Background: an optimization exercise with open tools, aiming at small area, a short achievable clock period and few clock cycles per item. Do not read the settings as production practice.
Function was checked by simulation only, so behaviour that the tests miss may differ from the original.
No activity file was given, so power comes from the tool's default toggle rates.

<file path="flow/config.mk">
export PLATFORM = sky130hd
export DESIGN_NAME = max_heap_priority_queue
export DESIGN_NICKNAME = max_heap_priority_queue
export VERILOG_FILES = /design/flow/design.v
export SDC_FILE = /design/flow/constraint.sdc
export NUM_CORES = 4
export LEC_CHECK = 0
export CAP_MARGIN = 20
export CORE_MARGIN = 2
export CORE_UTILIZATION = 55
export PLACE_DENSITY = 0.65
export SLEW_MARGIN = 20
</file>
<file path="flow/run.sh">
#!/bin/bash
# synth_recipe.tcl (not shown) runs the flow's synth.tcl, then flattens the netlist and writes it again
# the make line also repeats each setting of config.mk as NAME=value (left out here)
make -C /OpenROAD-flow-scripts/flow DESIGN_CONFIG=/design/flow/config.mk WORK_HOME=/design/flow/orfs CLKGATE_MAP_FILE= SYNTH_SCRIPT=/design/flow/synth_recipe.tcl finish
</file>
<file path="flow/constraint.sdc">
create_clock -name core_clock -period 12.0 [get_ports {clk_i}]
set_input_delay 2.4000 -clock core_clock [delete_from_list [all_inputs] [get_ports {clk_i}]]
set_output_delay 2.4000 -clock core_clock [all_outputs]
set_load 0.01 [all_outputs]
</file>
<file path="flow/design.v">
package mhpq_pkg;
  localparam int unsigned KeyW   = 32;
  localparam int unsigned EntryW = 8;
  typedef enum logic {
    CMD_INSERT  = 1'b0,
    CMD_REPLACE = 1'b1
  } command_e;
  typedef enum logic [1:0] {
    ST_OK    = 2'd0,
    ST_FULL  = 2'd1,
    ST_EMPTY = 2'd2
  } status_e;
endpackage
module mhpq_dpath #(
  parameter int unsigned CAPACITY = 128
) (
  input  logic        clk_i,
  input  logic        rst_ni,
  input  logic [31:0] coarse_key_i,
  input  logic [31:0] fine_key_i,
  input  logic [7:0]  count_i,
  input  logic        ins_i,
  input  logic        rep_i,
  input  logic [31:0] upd_key_i,
  output logic [31:0] top_o
);
  localparam int unsigned N   = CAPACITY;
  localparam int unsigned BS  = 8;           
  localparam int unsigned NB  = N / BS;      
  localparam int unsigned WIN = BS + 2;      
  logic [31:0]  slot_q [N];
  logic [N-1:0] valid;
  for (genvar i = 0; i < N; i++) begin : g_valid
    assign valid[i] = count_i > 8'(i);
  end
  logic [NB-1:0] pivot_gt, blk_q;
  for (genvar m = 0; m < NB; m++) begin : g_pivot
    logic gt;
    mhpq_gt u_gt (
      .a_i  (slot_q[BS*m+BS-1] ^ 32'h8000_0000),
      .b_i  (coarse_key_i ^ 32'h8000_0000),
      .gt_o (gt)
    );
    assign pivot_gt[m] = valid[BS*m+BS-1] & gt;
  end
  always_ff @(posedge clk_i) begin
    blk_q <= pivot_gt;
  end
  logic [NB:0]    blk_sel;
  logic [31:0]    win_key [WIN];
  logic [WIN-1:0] win_valid, win_gt;
  logic           gt_upd;
  for (genvar b = 0; b <= NB; b++) begin : g_sel
    if (b == 0) begin : g_first
      assign blk_sel[b] = ~blk_q[0];
    end else if (b == NB) begin : g_last
      assign blk_sel[b] = blk_q[NB-1];
    end else begin : g_mid
      assign blk_sel[b] = blk_q[b-1] & ~blk_q[b];
    end
  end
  for (genvar w = 0; w < WIN; w++) begin : g_win
    always_comb begin
      win_key[w]   = '0;
      win_valid[w] = 1'b0;
      for (int b = 0; b <= NB; b++) begin
        if (BS * b + w >= 1 && BS * b + w <= N) begin
          win_key[w]   = win_key[w] | ({32{blk_sel[b]}} & slot_q[BS*b+w-1]);
          win_valid[w] = win_valid[w] | (blk_sel[b] & valid[BS*b+w-1]);
        end
      end
    end
    logic gt;
    mhpq_gt u_gt (
      .a_i  (win_key[w] ^ 32'h8000_0000),
      .b_i  (fine_key_i ^ 32'h8000_0000),
      .gt_o (gt)
    );
    if (w == 0) begin : g_before
      assign win_gt[w] = (win_valid[w] & gt) | blk_sel[0];
    end else begin : g_in
      assign win_gt[w] = win_valid[w] & gt;
    end
  end
  mhpq_gt u_gt_upd (
    .a_i  (upd_key_i ^ 32'h8000_0000),
    .b_i  (fine_key_i ^ 32'h8000_0000),
    .gt_o (gt_upd)
  );
  logic [N-1:0] gt_now;
  for (genvar i = 0; i < N; i++) begin : g_now
    always_comb begin
      gt_now[i] = ((i + 1) / BS < NB) ? blk_q[(i+1)/BS] : 1'b0;
      for (int b = 0; b <= NB; b++) begin
        if (i + 1 >= BS * b && i + 1 < BS * b + WIN) begin
          gt_now[i] = gt_now[i] | (blk_sel[b] & win_gt[i+1-BS*b]);
        end
      end
    end
  end
  logic [N:0]   above_q;
  logic [N-1:0] above_d;
  always_ff @(posedge clk_i) begin
    above_q[N-1:0] <= above_d;
  end
  assign above_q[N] = 1'b0;
  for (genvar i = 0; i < N; i++) begin : g_slot
    logic take_prev, take_next, take_key, take_hold;
    logic [31:0] prev_v, next_v, slot_d;
    logic prev_a, next_a;
    if (i == 0) begin : g_first
      assign take_prev = 1'b0;
      assign take_key  = (ins_i & ~above_q[0]) | rep_i & ~above_q[1];
      assign prev_v    = '0;
      assign prev_a    = 1'b0;
    end else begin : g_rest
      assign take_prev = ins_i & ~above_q[i] & ~above_q[i-1];
      assign take_key  = (ins_i & ~above_q[i] & above_q[i-1]) | (rep_i & ~above_q[i+1] & above_q[i]);
      assign prev_v    = slot_q[i-1];
      assign prev_a    = gt_now[i-1];
    end
    if (i == N - 1) begin : g_last
      assign take_next = 1'b0;
      assign next_v    = '0;
      assign next_a    = 1'b0;
    end else begin : g_mid
      assign take_next = rep_i & above_q[i+1];
      assign next_v    = slot_q[i+1];
      assign next_a    = gt_now[i+1];
    end
    assign take_hold = ~(take_prev | take_next | take_key);
    assign slot_d = ({32{take_prev}} & prev_v) | ({32{take_next}} & next_v) |
                    ({32{take_key}} & upd_key_i) | ({32{take_hold}} & slot_q[i]);
    assign above_d[i] = (take_prev & prev_a) | (take_next & next_a) |
                        (take_key & gt_upd) | (take_hold & gt_now[i]);
    if (i == 0) begin : g_rst
      always_ff @(posedge clk_i or negedge rst_ni) begin
        if (!rst_ni) begin
          slot_q[i] <= '0;
        end else begin
          slot_q[i] <= slot_d;
        end
      end
    end else begin : g_nrst
      always_ff @(posedge clk_i) begin
        slot_q[i] <= slot_d;
      end
    end
  end
  assign top_o = slot_q[0];
endmodule
module mhpq_gt (
  input  logic [31:0] a_i,
  input  logic [31:0] b_i,
  output logic        gt_o
);
  logic [31:0] gt0, ge0;
  logic [15:0] gt1, ge1;
  logic [7:0]  gt2, ge2;
  logic [3:0]  gt3, ge3;
  logic [1:0]  gt4, ge4;
  assign gt0 = a_i & ~b_i;
  assign ge0 = a_i | ~b_i;
  for (genvar j = 0; j < 16; j++) begin : g_l1
    assign gt1[j] = gt0[2*j+1] | (ge0[2*j+1] & gt0[2*j]);
    assign ge1[j] = gt0[2*j+1] | (ge0[2*j+1] & ge0[2*j]);
  end
  for (genvar j = 0; j < 8; j++) begin : g_l2
    assign gt2[j] = gt1[2*j+1] | (ge1[2*j+1] & gt1[2*j]);
    assign ge2[j] = gt1[2*j+1] | (ge1[2*j+1] & ge1[2*j]);
  end
  for (genvar j = 0; j < 4; j++) begin : g_l3
    assign gt3[j] = gt2[2*j+1] | (ge2[2*j+1] & gt2[2*j]);
    assign ge3[j] = gt2[2*j+1] | (ge2[2*j+1] & ge2[2*j]);
  end
  for (genvar j = 0; j < 2; j++) begin : g_l4
    assign gt4[j] = gt3[2*j+1] | (ge3[2*j+1] & gt3[2*j]);
    assign ge4[j] = gt3[2*j+1] | (ge3[2*j+1] & ge3[2*j]);
  end
  assign gt_o = gt4[1] | (ge4[1] & gt4[0]);
endmodule
module mhpq_ctrl #(
  parameter int unsigned CAPACITY = 128
) (
  input  logic        clk_i,
  input  logic        rst_ni,
  input  logic        start_i,
  input  logic [32:0] word_i,
  output logic        busy_o,
  output logic [31:0] coarse_key_o,
  output logic [31:0] fine_key_o,
  output logic        ins_o,
  output logic        rep_o,
  output logic [31:0] upd_key_o,
  output logic        done_o,
  output logic [1:0]  status_o,
  output logic [7:0]  count_o
);
  localparam int unsigned SlotW = $clog2(CAPACITY + 1);
  logic             cmd1_v_q, cmd2_v_q, cmd3_v_q;
  logic [32:0]      word1_q, word2_q;
  logic [31:0]      key3_q;
  logic [SlotW-1:0] count_q;
  logic             ins_q, rep_q;
  logic             full_next, empty_next;
  logic [1:0]       status_d;
  logic             done_q;
  logic [1:0]       status3_q, status_q;
  assign busy_o = 1'b0;
  always_ff @(posedge clk_i or negedge rst_ni) begin
    if (!rst_ni) begin
      cmd1_v_q <= 1'b0;
      cmd2_v_q <= 1'b0;
    end else begin
      cmd1_v_q <= start_i;
      cmd2_v_q <= cmd1_v_q;
    end
  end
  always_ff @(posedge clk_i) begin
    word1_q <= word_i;
    word2_q <= word1_q;
    key3_q  <= word2_q[31:0];
  end
  assign coarse_key_o = word1_q[31:0];
  assign fine_key_o   = word2_q[31:0];
  assign full_next  = (count_q == SlotW'(CAPACITY)) |
                      (ins_q & (count_q == SlotW'(CAPACITY - 1)));
  assign empty_next = (count_q == '0) & ~ins_q;
  always_comb begin
    status_d = mhpq_pkg::ST_OK;
    if (word2_q[32] == mhpq_pkg::CMD_INSERT) begin
      if (full_next) status_d = mhpq_pkg::ST_FULL;
    end else begin
      if (empty_next) status_d = mhpq_pkg::ST_EMPTY;
    end
  end
  always_ff @(posedge clk_i or negedge rst_ni) begin
    if (!rst_ni) begin
      cmd3_v_q <= 1'b0;
      ins_q    <= 1'b0;
      rep_q    <= 1'b0;
    end else begin
      cmd3_v_q <= cmd2_v_q;
      ins_q    <= cmd2_v_q & (word2_q[32] == mhpq_pkg::CMD_INSERT) & ~full_next;
      rep_q    <= cmd2_v_q & (word2_q[32] == mhpq_pkg::CMD_REPLACE) & ~empty_next;
    end
  end
  always_ff @(posedge clk_i) begin
    status3_q <= status_d;
    status_q  <= status3_q;
  end
  assign ins_o     = ins_q;
  assign rep_o     = rep_q;
  assign upd_key_o = key3_q;
  always_ff @(posedge clk_i or negedge rst_ni) begin
    if (!rst_ni) begin
      count_q  <= '0;
      done_q   <= 1'b0;
    end else begin
      done_q <= cmd3_v_q;
      if (ins_q) begin
        count_q <= count_q + SlotW'(1);
      end
    end
  end
  assign done_o   = done_q;
  assign status_o = status_q;
  assign count_o  = 8'(count_q);
endmodule
module max_heap_priority_queue #(
  parameter int unsigned CAPACITY = 128
) (
  input  logic                clk_i,
  input  logic                rst_ni,
  input  logic                start,
  output logic                busy,
  input  logic [32:0]         word_i,
  output logic                done_o,
  output logic [41:0]         result_o
);
  logic        ins, rep;
  logic [31:0] coarse_key, fine_key, upd_key, top;
  mhpq_ctrl #(
    .CAPACITY (CAPACITY)
  ) u_ctrl (
    .clk_i        (clk_i),
    .rst_ni       (rst_ni),
    .start_i      (start),
    .word_i       (word_i),
    .busy_o       (busy),
    .coarse_key_o (coarse_key),
    .fine_key_o   (fine_key),
    .ins_o        (ins),
    .rep_o        (rep),
    .upd_key_o    (upd_key),
    .done_o       (done_o),
    .status_o     (result_o[41:40]),
    .count_o      (result_o[7:0])
  );
  mhpq_dpath #(
    .CAPACITY (CAPACITY)
  ) u_dpath (
    .clk_i        (clk_i),
    .rst_ni       (rst_ni),
    .coarse_key_i (coarse_key),
    .fine_key_i   (fine_key),
    .count_i      (result_o[7:0]),
    .ins_i        (ins),
    .rep_i        (rep),
    .upd_key_i    (upd_key),
    .top_o        (top)
  );
  assign result_o[39:8] = top;
endmodule
</file>
==> flow_summary_export.csv, run 1 <==
group,metric,value,unit
outcome,status,"aborted with a tool error",
outcome,stop_stage,"global routing",
outcome,first-error,"[ERROR GRT-0116] Global routing finished with congestion. Check the congestion regions in the DRC Viewer.",
global_routing,grt.total_usage,1.11,
synth,synth_top_cell_by_area,"dfxtp_1",
synth,syn_avg_cell_area,7.94,um^2
placed_design,dp_cells,33555,
synth,seq_area_frac_synth,0.370,
global_routing,grt_pass1_wl,3350,mm
placed_design,placed_area,246000,um^2
placed_design,place_congestion,1.54,
die,die_w,660,um
cts,clock-root-buffer,"clkbuf_16",
cts,clockBufferDepth,4,
synth,syn-num-nets,29843,
cts,cts_setup_buffers,0,
die,std_cell_rows,240,
synth,synthDominantCellAreaShare,0.365,
die,die_h,660,um
synth,netlist_instances,29802,
synth,syn-cell-area,237000,um^2
synth,synth_edf_count,0,
global_routing,grt_max_degree,108,
synth,synth_common_cells,"9,195 x nand2_1, 4,310 x dfxtp_1, 4,162 x a222oi_1, 2,682 x clkbuf_1, 1,410 x nand3b_1",
die,start_util,0.553,
synth,ys_types,106,
global_routing,gr-total-overflow,45124,
cts,cts_buffers,469,
cts,cts.repair.resized,0,
die,pin_count,80,
synth,yosys_warnings,5,
synth,synth-seq-cells,4356,
synth,synth_flop_cell,"dfxtp_1",
cts,h-tree-depth,5,
cts,cts-hold-fix-buffers,0,
placed_design,dp_hpwl,1640,mm
cts,cts.sinks,4356,
synth,ys_top_cells_by_area,"dfxtp_1 36%, a222oi_1 18%, nand2_1 15%, nand3b_1 4.5%, clkbuf_1 4.3%",
synth,yosysMostFrequentCell,"nand2_1",
synth,synthArstFlopShare,0.0106,
placed_design,pre_cts_slack,4.54,ns
global_routing,grt_pass1_vias,331885,
placed_design,io_buffers,78,
[layer usage]
metal | overflow | global-route usage
met3 | 7545 | 1.06
met5 | 840 | 0.989
met2 | 21109 | 1.23
met1 | 9676 | 1.07
met4 | 5954 | 1.09
[how the worst max path moves through the flow]
| stage | to | slack [ns] |
|---|---|---|
| CTS | u_dpath.above_q[40] | 4.48 |
| detailed placement | u_dpath.above_q[40] | 4.54 |
| global placement | u_dpath.above_q[20] | 3.49 |
| floorplan | u_dpath.above_q[81] | 8.20 |
[power by group through the flow]
stage               Combinational [mW]  Sequential [mW]  Clock, mW
floorplan                         7.17             17.8          0
global placement                  15.2             19.9          0
detailed placement                15.4             19.9          0
CTS                               15.5             19.6       15.5
[cells by family after synthesis]
kind of cell               Yosys count  share of synthesized area
adders and majority gates          319                     0.0136
AOI/OAI and AO/OA                 8008                      0.294
and+or+nand+nor                  13034                      0.252
xor gates and xnor gates             7                   0.000259
DFF                               4356                      0.370
other                                1                  0.0000159
buffers and inverters             4077                     0.0705
Testbench counts, summed over its fixed seeds: cycles 3,104, items 3,072.
==> inputs of run 2 (changes only) <==
==> flow/flow/run.sh (new file) <==
#!/bin/bash
set -euo pipefail
bash standard.sh SETUP_SLACK_MARGIN=7.5 finish > standard_make.log 2>&1
==> flow/standard.sh (new file) <==
#!/bin/bash
# synth_recipe.tcl (not shown) runs the flow's synth.tcl, then flattens the netlist and writes it again
# the make line also repeats each setting of config.mk as NAME=value (left out here)
make -C /OpenROAD-flow-scripts/flow DESIGN_CONFIG=/design/flow/config.mk WORK_HOME=/design/flow/orfs CLKGATE_MAP_FILE= SYNTH_SCRIPT=/design/flow/synth_recipe.tcl "${@:-finish}"
removed: flow/run.sh
==> run 2 against run 1 <==
Synthesized cell count stayed put; the run again fails in global routing; synthesized area stayed put.
==> flow_summary_export.csv, run 2 <==
group,metric,value,unit
outcome,status,"aborted with a tool error",
outcome,stop_stage,"global routing",
outcome,first-error,"[ERROR GRT-0116] Global routing finished with congestion. Check the congestion regions in the DRC Viewer.",
synth,synthXorXnorAreaFrac,0.000259,
synth,synth-seq-cells,4356,
synth,synth_edf_count,0,
synth,synth_common_cells,"9,195 x nand2_1, 4,310 x dfxtp_1, 4,162 x a222oi_1, 2,682 x clkbuf_1, 1,410 x nand3b_1",
synth,netlist_instances,29802,
global_routing,grt_max_degree,108,
die,std_cell_rows,240,
synth,yosys_warnings,5,
synth,syn_avg_cell_area,7.94,um^2
global_routing,grt_pass1_wl,3440,mm
global_routing,gr-total-overflow,56177,
synth,synth_flop_cell,"dfxtp_1",
synth,synthMuxAreaShare,0,
cts,h-tree-depth,5,
synth,ys_types,106,
synth,seq_area_frac_synth,0.370,
synth,synth_compound_area_frac,0.294,
cts,clock-root-buffer,"clkbuf_16",
die,die_w,660,um
synth,syn-num-nets,29843,
synth,synth_fa_ha_area_frac,0.0136,
synth,synth-simple-area-share,0.252,
cts,cts_buffers,469,
die,die_h,660,um
synth,syn-cell-area,237000,um^2
synth,synthDominantCellAreaShare,0.365,
global_routing,grt_pass1_vias,337066,
cts,clockBufferDepth,4,
die,pin_count,80,
cts,cts.sinks,4356,
die,start_util,0.553,
synth,synth_top_cell_by_area,"dfxtp_1",
global_routing,grt.total_usage,1.15,
synth,yosysMostFrequentCell,"nand2_1",
synth,synth_top_family_by_area,"compound AO/OA/AOI/OAI gates",
synth,synthArstFlopShare,0.0106,
placed_design,place_congestion,1.54,
synth,ys_top_cells_by_area,"dfxtp_1 36%, a222oi_1 18%, nand2_1 15%, nand3b_1 4.5%, clkbuf_1 4.3%",
placed_design,dp_hpwl,1640,mm
placed_design,io_buffers,78,
run 2: cell counts after synthesis:
No cell type changed its count.
run 2: cell families after synthesis:
kind of cell               Yosys count
xor gates and xnor gates             7
and+or+nand+nor                  13034
DFF                               4356
other                                1
adders and majority gates          319
buffers and inverters             4077
AOI/OAI and AO/OA                 8008
run 2: what timing repair did:
item,4_1_cts
buffers inserted,447
pin swaps,165
gates resized for setup,1251
cloned,113
hold buffers,0
setup endpoints to repair,328
run 2: how the worst max path moves through the flow:
stage                            startpoint             endpoint  depth (start not counted)  slack [ns]
after CTS                  u_dpath.blk_q[0]  u_dpath.above_q[36]                         17        7.06
after detailed placement   u_dpath.blk_q[5]  u_dpath.above_q[40]                         15        4.54
after global placement     u_dpath.blk_q[5]  u_dpath.above_q[20]                         14        3.49
after floorplan           u_ctrl.count_q[1]  u_dpath.above_q[81]                         15        8.20
run 2: power groups by stage:
stage / combinational, mW / clock [mW] / sequential (mW)
2_1_floorplan: 7.17 / 0 / 17.8
3_3_place_gp: 15.2 / 0 / 19.9
4_1_cts: 18.6 / 15.5 / 19.6
3_5_place_dp: 15.4 / 0 / 19.9
run 2: through the flow:
stage	total power, mW	instance area (um^2)	setup slack (ns)	instances	util
after floorplan	25.0	237000	8.20	29802	-
after detailed placement	35.4	246000	4.54	33555	0.574
after CTS	53.8	275000	7.06	34988	0.643
after global placement	35.1	246000	3.49	33543	0.574
run 2: routing by layer:
| metal | global-route usage | overflow |
|---|---|---|
| met4 | 1.11 | 6378 |
| met3 | 1.07 | 8719 |
| met2 | 1.30 | 27226 |
| met5 | 0.999 | 873 |
| met1 | 1.10 | 12981 |
